Background: an optimization exercise with open tools, aiming at small area and a short achievable clock period. Do not read the settings as production practice. Only the layout flow was run in this run; the RTL was not checked for function there. Power and IR drop assume default switching activity.

==> design/flow/flow/run.sh <==
#!/bin/bash
# Layout: the standard flow (standard.sh), with the port buffers that
# global placement inserts made plain buf_2 cells instead of the delay buffers
# the resizer picks by default.  make's full output goes to standard.log; each
# ORFS step also keeps its own log under orfs/logs/.
set -euo pipefail
export BUFFER_PORTS_ARGS="-buffer_cell sky130_fd_sc_hd__buf_2"
bash standard.sh > standard.log 2>&1
==> design/flow/standard.sh <==
#!/bin/bash
# synth_recipe.tcl (not shown) runs the flow's synth.tcl, then flattens the netlist and writes it again
# the make line also repeats each setting of config.mk as NAME=value (left out here)
make -C /OpenROAD-flow-scripts/flow DESIGN_CONFIG=/design/flow/config.mk WORK_HOME=/design/flow/orfs CLKGATE_MAP_FILE= SYNTH_SCRIPT=/design/flow/synth_recipe.tcl "${@:-finish}"
==> design/flow/config.mk <==
export PLATFORM = sky130hd
export DESIGN_NAME = mac_array_2x2
export DESIGN_NICKNAME = mac_array_2x2
export VERILOG_FILES = /design/flow/design.v
export SDC_FILE = /design/flow/constraint.sdc
export NUM_CORES = 4
export LEC_CHECK = 0
export CAP_MARGIN = 20
export CORE_MARGIN = 2
export CORE_UTILIZATION = 40
export SETUP_SLACK_MARGIN = 2.0
export SLEW_MARGIN = 20
==> design/flow/constraint.sdc <==
create_clock -name core_clock -period 6.5 [get_ports {clk}]
set_input_delay 1.3000 -clock core_clock [delete_from_list [all_inputs] [get_ports {clk}]]
set_output_delay 1.3000 -clock core_clock [all_outputs]
set_load 0.01 [all_outputs]
==> design/flow/design.v <==
package mac_pkg;
  localparam int DATA_W = 8;
  localparam int ACC_W  = 32;
  typedef logic signed [DATA_W-1:0] operand_t;
  typedef logic signed [ACC_W-1:0]  acc_t;
  typedef operand_t operand_arr_t [2][2];
  typedef acc_t     acc_arr_t     [2][2];
endpackage
module mac_pe
#(
  parameter int DATA_W = mac_pkg::DATA_W,
  parameter int ACC_W  = mac_pkg::ACC_W
) (
  input  logic                     clk,
  input  logic                     rst_n,
  input  logic                     en,
  input  logic                     clear,
  input  logic signed [DATA_W-1:0] a,
  input  logic signed [DATA_W-1:0] b,
  output logic signed [ACC_W-1:0]  acc
);
  logic [15:0] h_r;
  logic [16:0] r0_r;
  logic [15:0] r1_r;
  wire g129 = r0_r[0] & r1_r[0];
  wire g130 = r0_r[1] & r1_r[1];
  wire g131 = r0_r[2] & r1_r[2];
  wire g132 = r0_r[3] & r1_r[3];
  wire g133 = r0_r[4] & r1_r[4];
  wire g134 = r0_r[5] & r1_r[5];
  wire g135 = r0_r[6] & r1_r[6];
  wire g136 = r0_r[7] & r1_r[7];
  wire g137 = r0_r[8] & r1_r[8];
  wire g138 = r0_r[9] & r1_r[9];
  wire g139 = r0_r[10] & r1_r[10];
  wire g140 = r0_r[11] & r1_r[11];
  wire g141 = r0_r[12] & r1_r[12];
  wire g142 = r0_r[13] & r1_r[13];
  wire g143 = r0_r[14] & r1_r[14];
  wire g144 = r0_r[15] & r1_r[15];
  wire p145 = r0_r[0] ^ r1_r[0];
  wire p146 = r0_r[1] ^ r1_r[1];
  wire p147 = r0_r[2] ^ r1_r[2];
  wire p148 = r0_r[3] ^ r1_r[3];
  wire p149 = r0_r[4] ^ r1_r[4];
  wire p150 = r0_r[5] ^ r1_r[5];
  wire p151 = r0_r[6] ^ r1_r[6];
  wire p152 = r0_r[7] ^ r1_r[7];
  wire p153 = r0_r[8] ^ r1_r[8];
  wire p154 = r0_r[9] ^ r1_r[9];
  wire p155 = r0_r[10] ^ r1_r[10];
  wire p156 = r0_r[11] ^ r1_r[11];
  wire p157 = r0_r[12] ^ r1_r[12];
  wire p158 = r0_r[13] ^ r1_r[13];
  wire p159 = r0_r[14] ^ r1_r[14];
  wire p160 = r0_r[15] ^ r1_r[15];
  wire G161 = g130 | (p146 & g129);
  wire P162 = p146 & p145;
  wire G163 = g131 | (p147 & g130);
  wire P164 = p147 & p146;
  wire G165 = g132 | (p148 & g131);
  wire P166 = p148 & p147;
  wire G167 = g133 | (p149 & g132);
  wire P168 = p149 & p148;
  wire G169 = g134 | (p150 & g133);
  wire P170 = p150 & p149;
  wire G171 = g135 | (p151 & g134);
  wire P172 = p151 & p150;
  wire G173 = g136 | (p152 & g135);
  wire P174 = p152 & p151;
  wire G175 = g137 | (p153 & g136);
  wire P176 = p153 & p152;
  wire G177 = g138 | (p154 & g137);
  wire P178 = p154 & p153;
  wire G179 = g139 | (p155 & g138);
  wire P180 = p155 & p154;
  wire G181 = g140 | (p156 & g139);
  wire P182 = p156 & p155;
  wire G183 = g141 | (p157 & g140);
  wire P184 = p157 & p156;
  wire G185 = g142 | (p158 & g141);
  wire P186 = p158 & p157;
  wire G187 = g143 | (p159 & g142);
  wire P188 = p159 & p158;
  wire G189 = g144 | (p160 & g143);
  wire P190 = p160 & p159;
  wire G191 = G163 | (P164 & g129);
  wire P192 = P164 & p145;
  wire G193 = G165 | (P166 & G161);
  wire P194 = P166 & P162;
  wire G195 = G167 | (P168 & G163);
  wire P196 = P168 & P164;
  wire G197 = G169 | (P170 & G165);
  wire P198 = P170 & P166;
  wire G199 = G171 | (P172 & G167);
  wire P200 = P172 & P168;
  wire G201 = G173 | (P174 & G169);
  wire P202 = P174 & P170;
  wire G203 = G175 | (P176 & G171);
  wire P204 = P176 & P172;
  wire G205 = G177 | (P178 & G173);
  wire P206 = P178 & P174;
  wire G207 = G179 | (P180 & G175);
  wire P208 = P180 & P176;
  wire G209 = G181 | (P182 & G177);
  wire P210 = P182 & P178;
  wire G211 = G183 | (P184 & G179);
  wire P212 = P184 & P180;
  wire G213 = G185 | (P186 & G181);
  wire P214 = P186 & P182;
  wire G215 = G187 | (P188 & G183);
  wire P216 = P188 & P184;
  wire G217 = G189 | (P190 & G185);
  wire P218 = P190 & P186;
  wire G219 = G195 | (P196 & g129);
  wire P220 = P196 & p145;
  wire G221 = G197 | (P198 & G161);
  wire P222 = P198 & P162;
  wire G223 = G199 | (P200 & G191);
  wire P224 = P200 & P192;
  wire G225 = G201 | (P202 & G193);
  wire P226 = P202 & P194;
  wire G227 = G203 | (P204 & G195);
  wire P228 = P204 & P196;
  wire G229 = G205 | (P206 & G197);
  wire P230 = P206 & P198;
  wire G231 = G207 | (P208 & G199);
  wire P232 = P208 & P200;
  wire G233 = G209 | (P210 & G201);
  wire P234 = P210 & P202;
  wire G235 = G211 | (P212 & G203);
  wire P236 = P212 & P204;
  wire G237 = G213 | (P214 & G205);
  wire P238 = P214 & P206;
  wire G239 = G215 | (P216 & G207);
  wire P240 = P216 & P208;
  wire G241 = G217 | (P218 & G209);
  wire P242 = P218 & P210;
  wire G243 = G227 | (P228 & g129);
  wire P244 = P228 & p145;
  wire G245 = G229 | (P230 & G161);
  wire P246 = P230 & P162;
  wire G247 = G231 | (P232 & G191);
  wire P248 = P232 & P192;
  wire G249 = G233 | (P234 & G193);
  wire P250 = P234 & P194;
  wire G251 = G235 | (P236 & G219);
  wire P252 = P236 & P220;
  wire G253 = G237 | (P238 & G221);
  wire P254 = P238 & P222;
  wire G255 = G239 | (P240 & G223);
  wire P256 = P240 & P224;
  wire G257 = G241 | (P242 & G225);
  wire P258 = P242 & P226;
  wire sum259 = p146 ^ g129;
  wire sum260 = p147 ^ G161;
  wire sum261 = p148 ^ G191;
  wire sum262 = p149 ^ G193;
  wire sum263 = p150 ^ G219;
  wire sum264 = p151 ^ G221;
  wire sum265 = p152 ^ G223;
  wire sum266 = p153 ^ G225;
  wire sum267 = p154 ^ G243;
  wire sum268 = p155 ^ G245;
  wire sum269 = p156 ^ G247;
  wire sum270 = p157 ^ G249;
  wire sum271 = p158 ^ G251;
  wire sum272 = p159 ^ G253;
  wire sum273 = p160 ^ G255;
  wire [15:0] lo_v = {sum273, sum272, sum271, sum270, sum269, sum268, sum267, sum266, sum265, sum264, sum263, sum262, sum261, sum260, sum259, p145};
  wire [15:0] h_m1 = h_r - 16'd1;
  wire [15:0] h_p1 = h_r + 16'd1;
  wire [15:0] hi_c0 = r0_r[16] ? h_r : h_m1;
  wire [15:0] hi_c1 = r0_r[16] ? h_p1 : h_r;
  wire [15:0] hi_v = G257 ? hi_c1 : hi_c0;
  wire [31:0] acc_v = {hi_v, lo_v};
  wire kill = ~rst_n | clear;
  wire go = en & ~kill;
  wire [7:0] ag = a & {8{go}};
  wire [15:0] lo_g = lo_v & {16{~kill}};
  wire pp1 = (ag[0] & b[0]);
  wire pp2 = (ag[0] & b[1]);
  wire pp3 = (ag[0] & b[2]);
  wire pp4 = (ag[0] & b[3]);
  wire pp5 = (ag[0] & b[4]);
  wire pp6 = (ag[0] & b[5]);
  wire pp7 = (ag[0] & b[6]);
  wire pp8 = ~(ag[0] & b[7]);
  wire pp9 = (ag[1] & b[0]);
  wire pp10 = (ag[1] & b[1]);
  wire pp11 = (ag[1] & b[2]);
  wire pp12 = (ag[1] & b[3]);
  wire pp13 = (ag[1] & b[4]);
  wire pp14 = (ag[1] & b[5]);
  wire pp15 = (ag[1] & b[6]);
  wire pp16 = ~(ag[1] & b[7]);
  wire pp17 = (ag[2] & b[0]);
  wire pp18 = (ag[2] & b[1]);
  wire pp19 = (ag[2] & b[2]);
  wire pp20 = (ag[2] & b[3]);
  wire pp21 = (ag[2] & b[4]);
  wire pp22 = (ag[2] & b[5]);
  wire pp23 = (ag[2] & b[6]);
  wire pp24 = ~(ag[2] & b[7]);
  wire pp25 = (ag[3] & b[0]);
  wire pp26 = (ag[3] & b[1]);
  wire pp27 = (ag[3] & b[2]);
  wire pp28 = (ag[3] & b[3]);
  wire pp29 = (ag[3] & b[4]);
  wire pp30 = (ag[3] & b[5]);
  wire pp31 = (ag[3] & b[6]);
  wire pp32 = ~(ag[3] & b[7]);
  wire pp33 = (ag[4] & b[0]);
  wire pp34 = (ag[4] & b[1]);
  wire pp35 = (ag[4] & b[2]);
  wire pp36 = (ag[4] & b[3]);
  wire pp37 = (ag[4] & b[4]);
  wire pp38 = (ag[4] & b[5]);
  wire pp39 = (ag[4] & b[6]);
  wire pp40 = ~(ag[4] & b[7]);
  wire pp41 = (ag[5] & b[0]);
  wire pp42 = (ag[5] & b[1]);
  wire pp43 = (ag[5] & b[2]);
  wire pp44 = (ag[5] & b[3]);
  wire pp45 = (ag[5] & b[4]);
  wire pp46 = (ag[5] & b[5]);
  wire pp47 = (ag[5] & b[6]);
  wire pp48 = ~(ag[5] & b[7]);
  wire pp49 = (ag[6] & b[0]);
  wire pp50 = (ag[6] & b[1]);
  wire pp51 = (ag[6] & b[2]);
  wire pp52 = (ag[6] & b[3]);
  wire pp53 = (ag[6] & b[4]);
  wire pp54 = (ag[6] & b[5]);
  wire pp55 = (ag[6] & b[6]);
  wire pp56 = ~(ag[6] & b[7]);
  wire pp57 = ~(ag[7] & b[0]);
  wire pp58 = ~(ag[7] & b[1]);
  wire pp59 = ~(ag[7] & b[2]);
  wire pp60 = ~(ag[7] & b[3]);
  wire pp61 = ~(ag[7] & b[4]);
  wire pp62 = ~(ag[7] & b[5]);
  wire pp63 = ~(ag[7] & b[6]);
  wire pp64 = (ag[7] & b[7]);
  wire s65 = pp6 ^ pp13;
  wire c66 = pp6 & pp13;
  wire s67, c67;
  assign {c67, s67} = pp7 + pp14 + pp21;
  wire s68 = pp28 ^ pp35;
  wire c69 = pp28 & pp35;
  wire s70, c70;
  assign {c70, s70} = pp8 + pp15 + pp22;
  wire s71, c71;
  assign {c71, s71} = pp29 + pp36 + pp43;
  wire s72 = pp50 ^ pp57;
  wire c73 = pp50 & pp57;
  wire s74, c74;
  assign {c74, s74} = pp16 + pp23 + pp30;
  wire s75, c75;
  assign {c75, s75} = pp37 + pp44 + pp51;
  wire s76, c76;
  assign {c76, s76} = pp58 + 1 + lo_g[8];
  wire s77, c77;
  assign {c77, s77} = pp24 + pp31 + pp38;
  wire s78, c78;
  assign {c78, s78} = pp45 + pp52 + pp59;
  wire s79, c79;
  assign {c79, s79} = pp32 + pp39 + pp46;
  wire s80 = pp4 ^ pp11;
  wire c81 = pp4 & pp11;
  wire s82, c82;
  assign {c82, s82} = pp5 + pp12 + pp19;
  wire s83 = pp26 ^ pp33;
  wire c84 = pp26 & pp33;
  wire s85, c85;
  assign {c85, s85} = pp20 + pp27 + pp34;
  wire s86, c86;
  assign {c86, s86} = pp41 + s65 + lo_g[5];
  wire s87, c87;
  assign {c87, s87} = pp42 + pp49 + c66;
  wire s88, c88;
  assign {c88, s88} = s68 + s67 + lo_g[6];
  wire s89, c89;
  assign {c89, s89} = c69 + s72 + c67;
  wire s90, c90;
  assign {c90, s90} = s70 + s71 + lo_g[7];
  wire s91, c91;
  assign {c91, s91} = c73 + c70 + c71;
  wire s92, c92;
  assign {c92, s92} = s74 + s75 + s76;
  wire s93, c93;
  assign {c93, s93} = c74 + c75 + s77;
  wire s94, c94;
  assign {c94, s94} = s78 + lo_g[9] + c76;
  wire s95, c95;
  assign {c95, s95} = pp53 + pp60 + c77;
  wire s96, c96;
  assign {c96, s96} = c78 + s79 + lo_g[10];
  wire s97, c97;
  assign {c97, s97} = pp40 + pp47 + pp54;
  wire s98, c98;
  assign {c98, s98} = pp61 + c79 + lo_g[11];
  wire s99, c99;
  assign {c99, s99} = pp48 + pp55 + pp62;
  wire s100 = pp3 ^ pp10;
  wire c101 = pp3 & pp10;
  wire s102, c102;
  assign {c102, s102} = pp18 + pp25 + s80;
  wire s103, c103;
  assign {c103, s103} = c81 + s83 + s82;
  wire s104, c104;
  assign {c104, s104} = c84 + c82 + s85;
  wire s105, c105;
  assign {c105, s105} = c85 + s87 + c86;
  wire s106, c106;
  assign {c106, s106} = c87 + s89 + c88;
  wire s107, c107;
  assign {c107, s107} = c89 + s91 + c90;
  wire s108, c108;
  assign {c108, s108} = c91 + s93 + s94;
  wire s109, c109;
  assign {c109, s109} = s95 + c93 + s96;
  wire s110, c110;
  assign {c110, s110} = s97 + c95 + c96;
  wire s111, c111;
  assign {c111, s111} = c97 + s99 + lo_g[12];
  wire s112, c112;
  assign {c112, s112} = pp56 + pp63 + c99;
  wire s113 = pp2 ^ pp9;
  wire c114 = pp2 & pp9;
  wire s115, c115;
  assign {c115, s115} = pp17 + s100 + lo_g[2];
  wire s116, c116;
  assign {c116, s116} = c101 + lo_g[3] + s102;
  wire s117, c117;
  assign {c117, s117} = c102 + lo_g[4] + s103;
  wire s118, c118;
  assign {c118, s118} = c103 + s104 + s86;
  wire s119, c119;
  assign {c119, s119} = c104 + s88 + s105;
  wire s120, c120;
  assign {c120, s120} = s90 + c105 + s106;
  wire s121, c121;
  assign {c121, s121} = c106 + s107 + s92;
  wire s122, c122;
  assign {c122, s122} = c107 + c92 + s108;
  wire s123, c123;
  assign {c123, s123} = c94 + s109 + c108;
  wire s124, c124;
  assign {c124, s124} = s98 + s110 + c109;
  wire s125, c125;
  assign {c125, s125} = c98 + s111 + c110;
  wire s126, c126;
  assign {c126, s126} = lo_g[13] + s112 + c111;
  wire s127, c127;
  assign {c127, s127} = pp64 + lo_g[14] + c112;
  wire s128 = ~lo_g[15];
  wire [16:0] r0_n = {lo_g[15], s128, s127, s126, s125, s124, s123, s122, s121, s120, s119, s118, s117, s116, s115, lo_g[1], pp1};
  wire [15:0] r1_n = {c127, c126, c125, c124, c123, c122, c121, c120, c119, c118, c117, c116, c115, c114, s113, lo_g[0]};
  always_ff @(posedge clk) begin
    h_r  <= kill ? '0 : hi_v;
    r0_r <= r0_n;
    r1_r <= r1_n;
  end
  assign acc = acc_v;
endmodule
module mac_array_2x2
#(
  parameter int DATA_W = mac_pkg::DATA_W,
  parameter int ACC_W  = mac_pkg::ACC_W
) (
  input  logic                  clk,
  input  logic                  rst_n,
  input  logic                  en,
  input  logic                  clear,
  input  logic [4*DATA_W-1:0]   a,
  input  logic [4*DATA_W-1:0]   b,
  output logic [4*ACC_W-1:0]    acc
);
  for (genvar gi = 0; gi < 2; gi++) begin : g_row
    for (genvar gj = 0; gj < 2; gj++) begin : g_col
      mac_pe #(
        .DATA_W (DATA_W),
        .ACC_W  (ACC_W)
      ) u_pe (
        .clk   (clk),
        .rst_n (rst_n),
        .en    (en),
        .clear (clear),
        .a     (a[(2*gi+gj)*DATA_W +: DATA_W]),
        .b     (b[(2*gi+gj)*DATA_W +: DATA_W]),
        .acc   (acc[(2*gi+gj)*ACC_W +: ACC_W])
      );
    end
  end
endmodule
==> summary.txt <==
worst max-delay path by stage:
| stage | slack [ns] | start | to |
|---|---|---|---|
| 5_1_grt | 1.97 | g_row[0].g_col[0].u_pe.r1_r[0]$_DFF_P_ | acc[25] |
| 4_1_cts | 1.94 | g_row[0].g_col[1].u_pe.r1_r[0]$_DFF_P_ | acc[56] |
| 2_1_floorplan | 1.98 | rst_n | g_row[0].g_col[1].u_pe.r0_r[9]$_DFF_P_ |
| 6_report | 2.10 | g_row[1].g_col[1].u_pe.r1_r[0]$_DFF_P_ | acc[114] |
| 3_3_place_gp | 1.54 | clear | g_row[1].g_col[0].u_pe.r0_r[9]$_DFF_P_ |
| 3_5_place_dp | 1.50 | clear | g_row[1].g_col[0].u_pe.r0_r[9]$_DFF_P_ |
logic make-up (layout without fill, tap and decap cells):
kind of cell             Yosys count  in the layout  share of synthesized area
AO/OA/AOI/OAI                    197            198                     0.0786
buffers and inverters            334            460                     0.0871
AND/OR/NAND/NOR                  706            709                      0.221
adder cells (fa/ha/maj)          300            300                      0.299
other                              0              4                          0
multiplexers                      58             58                     0.0335
XOR/XNOR                         111            111                     0.0556
flip-flops                       196            196                      0.225
what timing repair did:
| action | CTS | global route |
|---|---|---|
| pin swaps | 8 | 20 |
| gates resized for setup | 31 | 45 |
| endpoints found under the setup margin | 64 | 84 |
| hold endpoints to repair | 0 | 0 |
| cloned | 1 | 3 |
| buffers inserted | 11 | 16 |
synth_stat cells (all sizes together) (3+ instances only):
cell type	count
nor3	37
o21a	15
xor2	50
o2111a	3
clkbuf	61
o32ai	3
xnor2	61
fa	196
nand3	131
or2	8
mux2i	54
nor3b	5
and2	87
or3	11
a21oi	46
nand4	17
nand2	97
ha	104
mux2	4
inv	201
nor2b	6
a31oi	6
buf	72
a21o	25
a22oi	5
o211ai	8
or4	10
and4	5
o2111ai	5
nor4	14
o21bai	9
dfxtp	196
nor2	62
a211o	3
o211a	4
nand2b	34
o31ai	6
and3	175
o21ai	27
a211oi	7
where the power goes:
part / internal (W) / switching [W] / leakage [nW]
registers: 0.00154 / 0.000287 / 1.61
clock network: 0.000536 / 0.000493 / 0.274
logic: 0.00306 / 0.00391 / 7.75
total: 0.00514 / 0.00469 / 9.63
metrics by stage:
stage	setup slack, ns	cell area [um2]	hold WS [ns]	std cells
finish	2.10	19600	0.489	2621
global route	1.97	19600	0.529	2620
CTS	1.94	19300	0.493	2598
detailed placement	1.50	18500	0.479	2556
global placement	1.54	18500	0.466	2556
floorplan	1.98	17500	0.458	1902
worst max-delay path, stage by stage (launching register included):
cell and delay, ns:
sky130_fd_sc_hd__dfxtp_1 0.30, sky130_fd_sc_hd__ha_1 0.23, sky130_fd_sc_hd__fa_1 0.45, sky130_fd_sc_hd__a211oi_2 0.26, sky130_fd_sc_hd__o21ai_0 0.16, sky130_fd_sc_hd__o21a_2 0.24
sky130_fd_sc_hd__a21o_4 0.31, sky130_fd_sc_hd__mux2i_1 0.21, sky130_fd_sc_hd__xor2_1 0.27, sky130_fd_sc_hd__buf_2 0.19
flip-flops by register name (all words and copies together), names as in the netlist:
name,count
g_row.g_col.u_pe.r0_r,68
g_row.g_col.u_pe.h_r,64
g_row.g_col.u_pe.r1_r,64
metal layers:
layer	vias to the layer above	track usage	routed length [um]
met1	6773	0.262	20500
met5	-	0	76
met4	12	0.0584	735
met2	335	0.317	20200
met3	62	0.0479	2710
li1	6600	-	-
cell type report:
| class | count | share of cell area |
|---|---|---|
| clock inverter | 11 | 0.00522 |
| inverter | 201 | 0.0384 |
| timing repair buffer | 229 | 0.0642 |
| clock buffer | 19 | 0.0226 |
| multi-input combinational | 1376 | 0.632 |
| antenna | 4 | 0.000510 |
| tap | 585 | 0.0373 |
| sequential | 196 | 0.200 |
==> impl_metrics.py <==
metrics = {
    "cts": {
        "tritoncts": "done",
        "hold_buffers": 0,
        "cts-htree-levels": 4,
        "cts_buffer_depth": 2,
        "tritoncts.num_buffers": 17,
        "clk_pin_slew_ns": 0.07,
        "root_buffer": "sky130_fd_sc_hd__clkbuf_16",
        "clock_latency_ns": 0.49,
        "cts.sinks": 196,
    },
    "pwr": {
        "peak_supply_drop_mv": 0.251,
        "p_leak_nw": 9.63,
        "power_density_nw_per_um2": 500,
        "power_w": 0.00983,
    },
    "layout": {
        "multi_input_comb_area_um2": 12400,
        "finish.utilization": 0.456,
        "register_area_um2": 3930,
        "most-common-layout-cells": "200 x sky130_fd_sc_hd__inv_1, 195 x sky130_fd_sc_hd__buf_2, 194 x sky130_fd_sc_hd__dfxtp_1",
        "design.final.nets": 2389,
        "filler_cell_count": 4193,
        "most_common_cell_after_layout_fill_and_taps_aside": "sky130_fd_sc_hd__inv_1",
        "area_growth_pct": 12.4,
        "layout-drive-gt1-share": 0.166,
    },
    "critical_path": {
        "critPathCaptureType": "output pin",
        "r2r_endpoint": "g_row[1].g_col[0].u_pe.r0_r[9]$_DFF_P_",
        "crit_type": "reg -> out",
        "setup.reg_to_reg.worst_slack_ns": 2.42,
        "cp.arrival_ns": 3.10,
        "timing.reg2reg.worst_path_depth": 14,
        "crit-reg2reg-launch": "g_row[1].g_col[0].u_pe.r1_r[0]$_DFF_P_",
        "crit_required_ns": 5.20,
        "worst_setup_path_start_kind": "flip-flop",
        "path_max_fanout": 9,
    },
    "place": {
        "place_hpwl_um": 33600,
        "finalWeightedCongestion": 0.880,
        "placement.io_buffers": 195,
    },
    "floorplanning": {
        "die_x_um": 213,
        "effective_utilization_at_floorplan": 0.406,
        "fp.dieArea_um2": 45400,
        "die_h_um": 213,
        "io_count": 196,
        "core_area_um2": 43100,
        "fp-row-count": 76,
    },
    "timing": {
        "layout_min_cycle_time_ns": 4.40,
        "tightestPinTransition_ns": 0.858,
        "slew_viols_final": 0,
        "hold_viol_final": 0,
        "finClkSkew_ns": 0.0164,
        "setup_tns_ns": 0,
        "rsz0062_at_grt": "true",
        "period_utilization_post_route": 0.677,
        "setup_violations": 0,
        "timing.slew.headroom": 0.424,
        "maxClockFrequency_mhz": 227,
    },
    "drt": {
        "post_drt_wl_per_cell_um": 16.9,
        "dr_vias_cell": 5.26,
        "drc_errors": 0,
        "detailroute.via_count": 13782,
        "detail_route.wirelength_um": 44200,
        "drt-pass1-iter-count": 5,
        "antenna_left": 0,
        "initialDrtViolationCount": 748,
    },
    "global_routing": {
        "grt_start_max_net_pins": 87,
        "globalRouteOverflowTotal": 0,
        "track_usage": 0.197,
        "grt_first_pass_wirelength_um": 70700,
        "antenna_found_initial": 10,
        "via_count_of_the_first_global_routing_pass": 13779,
    },
    "logic_synthesis": {
        "syn_inst": 1902,
        "postSynthNetCount": 2270,
        "yosys_register_bits": 196,
        "yosysUniqueCellTypes": 73,
        "ys_async_sr_fraction": 0,
        "synthesis.area_um2": 17500,
        "synth_top_area_frac": 0.225,
        "synth.area.top_cells": "sky130_fd_sc_hd__dfxtp_1 22%, sky130_fd_sc_hd__fa_1 22%, sky130_fd_sc_hd__ha_1 7.4%",
        "post-synth-top-area-cell": "sky130_fd_sc_hd__dfxtp_1",
        "ys_dominant_reg_cell": "sky130_fd_sc_hd__dfxtp_1",
        "synth_enable_flop_cells": 0,
        "seq_area_frac_synth": 0.225,
        "post_synth.cell_area_avg_um2": 9.19,
        "yosysWarnings": 1,
    },
    "min_path": {
        "worst_hold_path.endpoint": "g_row[0].g_col[1].u_pe.h_r[15]$_SDFF_PP0_",
        "holdCritStartpoint": "g_row[0].g_col[1].u_pe.h_r[15]$_SDFF_PP0_",
        "whs_path_depth": 2,
        "worstHoldPathType": "reg -> reg",
    },
    "outcome": {
        "run_status": "complete, no violations",
    },
    "run": {
        "drv.max_cap_violation_count": 0,
    },
}

==> port drivers added, routing unchanged <==
How much do the figures lean on ideal ports? The routed layout below was timed once more, with nothing changed but the port constraints. Step 1 sets driving cells, clkbuf_16 on the clock port and buf_2 on the other inputs (assumed; they add their load-dependent delay and slew). Step 2 times the ports against the registers' clock, not the clock port: input delays grow and output delays shrink by t, the midpoint of the rising clock arrivals with the driver on. Slacks: ideal ports / drivers / drivers and shift; pairs: ideal ports / drivers.
t (ns): 0.529
slack for setup (ns): 2.097 / 2.048 / 1.715
hold WS [ns]: 0.489 / 0.489 / 0.489
worst setup path at the end: input to register
worst register clock-pin slew, ns: 0.08 / 0.08
After both steps setup and hold are still met in this run. For this run, drivers alone change the setup slack by -0.049 ns; drivers and shift together by -0.382 ns.
